Source: an optimization exercise on an open RTL-to-GDS flow (aim: small area). Production flows keep margins and buffers that such runs may drop.
In this exercise RTL edits were held to simulation tests only and were not proved equivalent to the original.
Power and IR drop assume default switching activity.

==> 06-27: inputs <==
## regfile_mp
module regfile_mp #(
    parameter int XLEN     = 32,
    parameter int NREGS    = 32,
    parameter int NRD      = 2,
    parameter int BYPASS   = 1,
    parameter int ZERO_REG = 1,
    localparam int AW      = (NREGS > 1) ? $clog2(NREGS) : 1
) (
    input  logic                clk,
    input  logic                rst,
    input  logic                we,
    input  logic [AW-1:0]       wa,
    input  logic [XLEN-1:0]     wd,
    input  logic [NRD*AW-1:0]   ra,
    output logic [NRD*XLEN-1:0] rd,
    input  logic                busy_set,
    input  logic [AW-1:0]       busy_addr,
    output logic [NRD-1:0]      busy
);
==> module rf_nand2, before the edit <==
module rf_nand2 (
    input  logic a, b,
    output logic y
);
    assign y = ~(a & b);
endmodule
==> module rf_nand3, before the edit <==
module rf_nand3 (
    input  logic a, b, c,
    output logic y
);
    assign y = ~(a & b & c);
endmodule
==> module rf_nand4, before the edit <==
module rf_nand4 (
    input  logic a, b, c, d,
    output logic y
);
    assign y = ~(a & b & c & d);
endmodule
==> module rf_o31a, before the edit <==
module rf_o31a (
    input  logic a1, a2, a3, b1,
    output logic y
);
    assign y = (a1 | a2 | a3) & b1;
endmodule
==> module rf_a21o, before the edit <==
module rf_a21o (
    input  logic a1, a2, b1,
    output logic y
);
    assign y = (a1 & a2) | b1;
endmodule
==> module rf_rdbit, before the edit <==
module rf_rdbit #(
    parameter int BYP = 1
) (
    input  logic [30:0] sel,
    input  logic [30:0] d,
    input  logic        byp,
    input  logic        byp_n,
    input  logic        bd,
    output logic        y
);
    logic [10:0] n;
    logic [2:0]  p;
    logic        z;
    for (genvar k = 0; k < 10; k++) begin : g_aoi
        rf_aoi222 u_aoi (
            .a1(sel[3*k]),   .a2(d[3*k]),
            .b1(sel[3*k+1]), .b2(d[3*k+1]),
            .c1(sel[3*k+2]), .c2(d[3*k+2]),
            .y(n[k])
        );
    end
    rf_nand2 u_n30 (.a(sel[30]), .b(d[30]), .y(n[10]));
    rf_nand4 u_p0 (.a(n[0]), .b(n[1]), .c(n[2]), .d(n[3]), .y(p[0]));
    rf_nand4 u_p1 (.a(n[4]), .b(n[5]), .c(n[6]), .d(n[7]), .y(p[1]));
    rf_nand3 u_p2 (.a(n[8]), .b(n[9]), .c(n[10]), .y(p[2]));
    rf_o31a u_z (.a1(p[0]), .a2(p[1]), .a3(p[2]), .b1(byp_n), .y(z));
    if (BYP != 0) begin : g_byp
        rf_a21o u_y (.a1(byp), .a2(bd), .b1(z), .y(y));
    end else begin : g_nobyp
        assign y = z;
    end
endmodule
==> module rf_dec, before the edit <==
module rf_dec (
    input  logic [7:0]  lo_n,
    input  logic [3:0]  hi_n,
    output logic [30:0] sel
);
    for (genvar t = 0; t < 31; t++) begin : g_sel
        assign sel[t] = ~(lo_n[(t + 1) % 8] | hi_n[(t + 1) / 8]);
    end
endmodule
==> module regfile_mp, before the edit <==
module regfile_mp #(
    parameter int XLEN     = 32,
    parameter int NREGS    = 32,
    parameter int NRD      = 2,
    parameter int BYPASS   = 1,
    parameter int ZERO_REG = 1,
    localparam int AW      = (NREGS > 1) ? $clog2(NREGS) : 1
) (
    input  logic                clk,
    input  logic                rst,
    input  logic                we,
    input  logic [AW-1:0]       wa,
    input  logic [XLEN-1:0]     wd,
    input  logic [NRD*AW-1:0]   ra,
    output logic [NRD*XLEN-1:0] rd,
    input  logic                busy_set,
    input  logic [AW-1:0]       busy_addr,
    output logic [NRD-1:0]      busy
);
    localparam int FIRST = (ZERO_REG != 0) ? 1 : 0;
    localparam int NR    = NREGS - FIRST;
    logic [XLEN-1:0]  regs [NREGS];
    logic [NREGS-1:0] pending;
    function automatic logic addr_valid(input logic [AW-1:0] a);
        addr_valid = ($unsigned(a) < NREGS) && !((ZERO_REG != 0) && (a == '0));
    endfunction
    logic [XLEN-1:0] wdg;
    assign wdg = wd & {XLEN{rst}};
    logic wr_ok, bs_ok;
    assign wr_ok = we && addr_valid(wa);
    assign bs_ok = busy_set && addr_valid(busy_addr);
    if (ZERO_REG != 0) begin : g_zero
        assign regs[0]    = '0;
        assign pending[0] = 1'b0;
    end
    for (genvar r = FIRST; r < NREGS; r++) begin : g_reg
        logic            wsel, bsel, en, en_n;
        logic [XLEN-1:0] q, dn;
        logic            p;
        assign wsel = wr_ok && (wa == AW'(r));
        assign bsel = bs_ok && (busy_addr == AW'(r));
        assign en   = !rst || wsel;
        assign en_n = !en;
        for (genvar b = 0; b < XLEN; b++) begin : g_bit
            rf_hold u_hold (.en(en), .en_n(en_n), .d(wdg[b]), .q(q[b]), .y(dn[b]));
        end
        always_ff @(posedge clk) begin
            q <= dn;
        end
        always_ff @(posedge clk) begin
            p <= rst && (bsel || (p && !wsel));
        end
        assign regs[r]    = q;
        assign pending[r] = p;
    end
    for (genvar g = 0; g < NRD; g++) begin : g_rd
        logic [AW-1:0]   a;
        logic            hit, hit_n;
        logic [7:0]      lo_n;
        logic [3:0]      hi_n;
        assign a     = ra[g*AW +: AW] & {AW{rst}};
        assign hit   = (BYPASS != 0) && we && addr_valid(a) && (wa == a);
        assign hit_n = !hit;
        for (genvar j = 0; j < 8; j++) begin : g_lo
            assign lo_n[j] = !(a[2:0] == 3'(j));
        end
        for (genvar j = 0; j < 4; j++) begin : g_hi
            assign hi_n[j] = !(a[4:3] == 2'(j));
        end
        for (genvar q = 0; q < XLEN / 8; q++) begin : g_grp
            logic [30:0] sel;
            rf_dec u_dec (.lo_n(lo_n), .hi_n(hi_n), .sel(sel));
            for (genvar b = 8 * q; b < 8 * q + 8; b++) begin : g_bit
                logic [30:0] dt;
                for (genvar t = 0; t < 31; t++) begin : g_t
                    assign dt[t] = regs[t + 1][b];
                end
                rf_rdbit #(.BYP(1)) u_rd (
                    .sel(sel), .d(dt), .byp(hit), .byp_n(hit_n), .bd(wd[b]),
                    .y(rd[g*XLEN + b])
                );
            end
            if (q == XLEN / 8 - 1) begin : g_busy
                rf_rdbit #(.BYP(0)) u_busy (
                    .sel(sel), .d(pending[31:1]), .byp(hit), .byp_n(hit_n), .bd(1'b0),
                    .y(busy[g])
                );
            end
        end
    end
endmodule
Settings: LEC_CHECK=0, CAP_MARGIN=5, CORE_MARGIN=2, CORE_UTILIZATION=45, PLACE_DENSITY=0.5, SETUP_SLACK_MARGIN=0.15, SLEW_MARGIN=5, SYNTH_HIERARCHICAL=1; clock period 5.0 ns.
standard.sh (not shown) runs the stock make flow with config.mk's settings and CLKGATE_MAP_FILE= SYNTH_SCRIPT=/design/flow/synth_recipe.tcl, a recipe that flattens the netlist after the stock synthesis.
==> flow/flow/run.sh <==
#!/bin/bash
# Standard ORFS layout with two changes:
#  * ports are buffered with sky130_fd_sc_hd__buf_2 instead of the delay-cell buffer
#    that buffer_ports picks by default;
#  * CTS builds the tree from clkbuf_8 with sink clusters of at most 50 um and
#    inserts no dummy loads.
# The make output goes to make.log in the work folder; ORFS's per-step logs stay under orfs/logs.
set -euo pipefail
bash standard.sh \
  "BUFFER_PORTS_ARGS=-buffer_cell sky130_fd_sc_hd__buf_2" \
  "CTS_ARGS=-sink_clustering_enable -repair_clock_nets -dont_use_dummy_load -buf_list sky130_fd_sc_hd__clkbuf_8 -sink_clustering_size 30 -sink_clustering_max_diameter 50" \
  finish > make.log 2>&1
==> inputs of 12-09, as changes to 06-27 <==
==> flow/design.v (replaced) <==
module rf_hold (
    input  logic en,
    input  logic en_n,
    input  logic d,
    input  logic q,
    output logic y
);
    assign y = (en & d) | (en_n & q);
endmodule
module rf_aoi222 (
    input  logic a1, a2, b1, b2, c1, c2,
    output logic y
);
    assign y = ~((a1 & a2) | (b1 & b2) | (c1 & c2));
endmodule
module rf_aoi22 (
    input  logic a1, a2, b1, b2,
    output logic y
);
    assign y = ~((a1 & a2) | (b1 & b2));
endmodule
module rf_rdbit #(
    parameter int N   = 31,
    parameter int BYP = 1
) (
    input  logic [N-1:0] sel,
    input  logic [N-1:0] d,
    input  logic         byp,
    input  logic         byp_n,
    input  logic         bd,
    output logic         y
);
    localparam int N3 = N / 3;
    localparam int NR = N - 3 * N3;
    localparam int NG = N3 + ((NR != 0) ? 1 : 0);
    logic [NG-1:0] n;
    for (genvar k = 0; k < N3; k++) begin : g_aoi
        rf_aoi222 u_aoi (
            .a1(sel[3*k]),   .a2(d[3*k]),
            .b1(sel[3*k+1]), .b2(d[3*k+1]),
            .c1(sel[3*k+2]), .c2(d[3*k+2]),
            .y(n[k])
        );
    end
    if (NR == 2) begin : g_r2
        rf_aoi22 u_aoi (
            .a1(sel[3*N3]),   .a2(d[3*N3]),
            .b1(sel[3*N3+1]), .b2(d[3*N3+1]),
            .y(n[N3])
        );
    end else if (NR == 1) begin : g_r1
        assign n[N3] = ~(sel[3*N3] & d[3*N3]);
    end
    if (BYP != 0) begin : g_byp
        assign y = (byp_n & ~&n) | (byp & bd);
    end else begin : g_nobyp
        assign y = byp_n & ~&n;
    end
endmodule
module regfile_mp #(
    parameter int XLEN     = 32,
    parameter int NREGS    = 32,
    parameter int NRD      = 2,
    parameter int BYPASS   = 1,
    parameter int ZERO_REG = 1,
    localparam int AW      = (NREGS > 1) ? $clog2(NREGS) : 1
) (
    input  logic                clk,
    input  logic                rst,
    input  logic                we,
    input  logic [AW-1:0]       wa,
    input  logic [XLEN-1:0]     wd,
    input  logic [NRD*AW-1:0]   ra,
    output logic [NRD*XLEN-1:0] rd,
    input  logic                busy_set,
    input  logic [AW-1:0]       busy_addr,
    output logic [NRD-1:0]      busy
);
    localparam int FIRST = (ZERO_REG != 0) ? 1 : 0;
    localparam int NR    = NREGS - FIRST;
    logic [XLEN-1:0]  regs [NREGS];
    logic [NREGS-1:0] pending;
    function automatic logic addr_valid(input logic [AW-1:0] a);
        addr_valid = ($unsigned(a) < NREGS) && !((ZERO_REG != 0) && (a == '0));
    endfunction
    logic [XLEN-1:0] wdg;
    assign wdg = wd & {XLEN{rst}};
    logic wr_ok, bs_ok;
    assign wr_ok = we && addr_valid(wa);
    assign bs_ok = busy_set && addr_valid(busy_addr);
    if (ZERO_REG != 0) begin : g_zero
        assign regs[0]    = '0;
        assign pending[0] = 1'b0;
    end
    for (genvar r = FIRST; r < NREGS; r++) begin : g_reg
        logic            wsel, bsel, en, en_n;
        logic [XLEN-1:0] q, dn;
        logic            p;
        assign wsel = wr_ok && (wa == AW'(r));
        assign bsel = bs_ok && (busy_addr == AW'(r));
        assign en   = !rst || wsel;
        assign en_n = !en;
        for (genvar b = 0; b < XLEN; b++) begin : g_bit
            rf_hold u_hold (.en(en), .en_n(en_n), .d(wdg[b]), .q(q[b]), .y(dn[b]));
        end
        always_ff @(posedge clk) begin
            q <= dn;
        end
        always_ff @(posedge clk) begin
            p <= rst && (bsel || (p && !wsel));
        end
        assign regs[r]    = q;
        assign pending[r] = p;
    end
    for (genvar g = 0; g < NRD; g++) begin : g_rd
        logic [AW-1:0]   a;
        logic            hit, hit_n;
        logic [NR-1:0]   sel;
        assign a     = ra[g*AW +: AW] & {AW{rst}};
        assign hit   = (BYPASS != 0) && we && addr_valid(a) && (wa == a);
        assign hit_n = !hit;
        for (genvar t = 0; t < NR; t++) begin : g_sel
            assign sel[t] = (a == AW'(t + FIRST));
        end
        for (genvar b = 0; b < XLEN; b++) begin : g_bit
            logic [NR-1:0] dt;
            for (genvar t = 0; t < NR; t++) begin : g_t
                assign dt[t] = regs[t + FIRST][b];
            end
            rf_rdbit #(.N(NR), .BYP(1)) u_rd (
                .sel(sel), .d(dt), .byp(hit), .byp_n(hit_n), .bd(wd[b]),
                .y(rd[g*XLEN + b])
            );
        end
        rf_rdbit #(.N(NR), .BYP(0)) u_busy (
            .sel(sel), .d(pending[NREGS-1:FIRST]), .byp(hit), .byp_n(hit_n), .bd(1'b0),
            .y(busy[g])
        );
    end
endmodule
==> flow/flow/run.sh (replaced) <==
#!/bin/bash
# Standard ORFS layout with two changes:
#  * ports are buffered with sky130_fd_sc_hd__buf_2 instead of the delay-cell buffer
#    that buffer_ports picks by default;
#  * CTS runs without dummy loads.
# The make output goes to make.log in the work folder; ORFS's per-step logs stay under orfs/logs.
set -euo pipefail
bash standard.sh \
  "BUFFER_PORTS_ARGS=-buffer_cell sky130_fd_sc_hd__buf_2" \
  "CTS_ARGS=-sink_clustering_enable -repair_clock_nets -dont_use_dummy_load" \
  finish > make.log 2>&1
CAP_MARGIN = 20   (was 5)
CORE_UTILIZATION = 55   (was 45)
PLACE_DENSITY = unset   (was 0.5)
SETUP_SLACK_MARGIN = 0.05   (was 0.15)
SLEW_MARGIN = 20   (was 5)
==> notes <==
06-27 went through all stages and came out clean. 12-09 reached the layout checks and failed them: negative setup slack.
Of 06-27 and 12-09, 06-27 has the higher critical path depth (gap 1).
Against 12-09, the via count of 06-27 is larger by about 0.47%.
Final cell count: 06-27 is larger than 12-09 (6.6%).
Combinational power: 06-27 is larger than 12-09 (about 4%).

-- port drivers added, routing unchanged --
How much do the figures lean on ideal ports? The routed layouts below were timed once more, with nothing changed but the port constraints.
Step 1, drivers: a clkbuf_16 drives clk and a buf_2 each remaining input, both assumed.
Step 2 times the ports against the registers' clock, not the clock port: input delays grow and output delays shrink by t, the midpoint of the rising clock arrivals with the driver on.
a / b / c = ideal / step 1 / step 2; a / b = the first two.
run | t, ns | setup slack, ns | worst hold slack (ns) | worst setup path after step 2 | latest minus earliest clock arrival (ns)
06-27 | 0.867 | 0.208 / 0.144 / 0.144 | 0.497 / 0.497 / 0.497 | input to output | 0.080 / 0.080
12-09 | 0.722 | -0.199 / -0.219 / -0.219 | 0.473 / 0.473 / 0.473 | input to output | 0.057 / 0.057
The setup slack of 06-27, which loses most, moves by -0.064 ns with the drivers and by -0.064 ns with both steps.
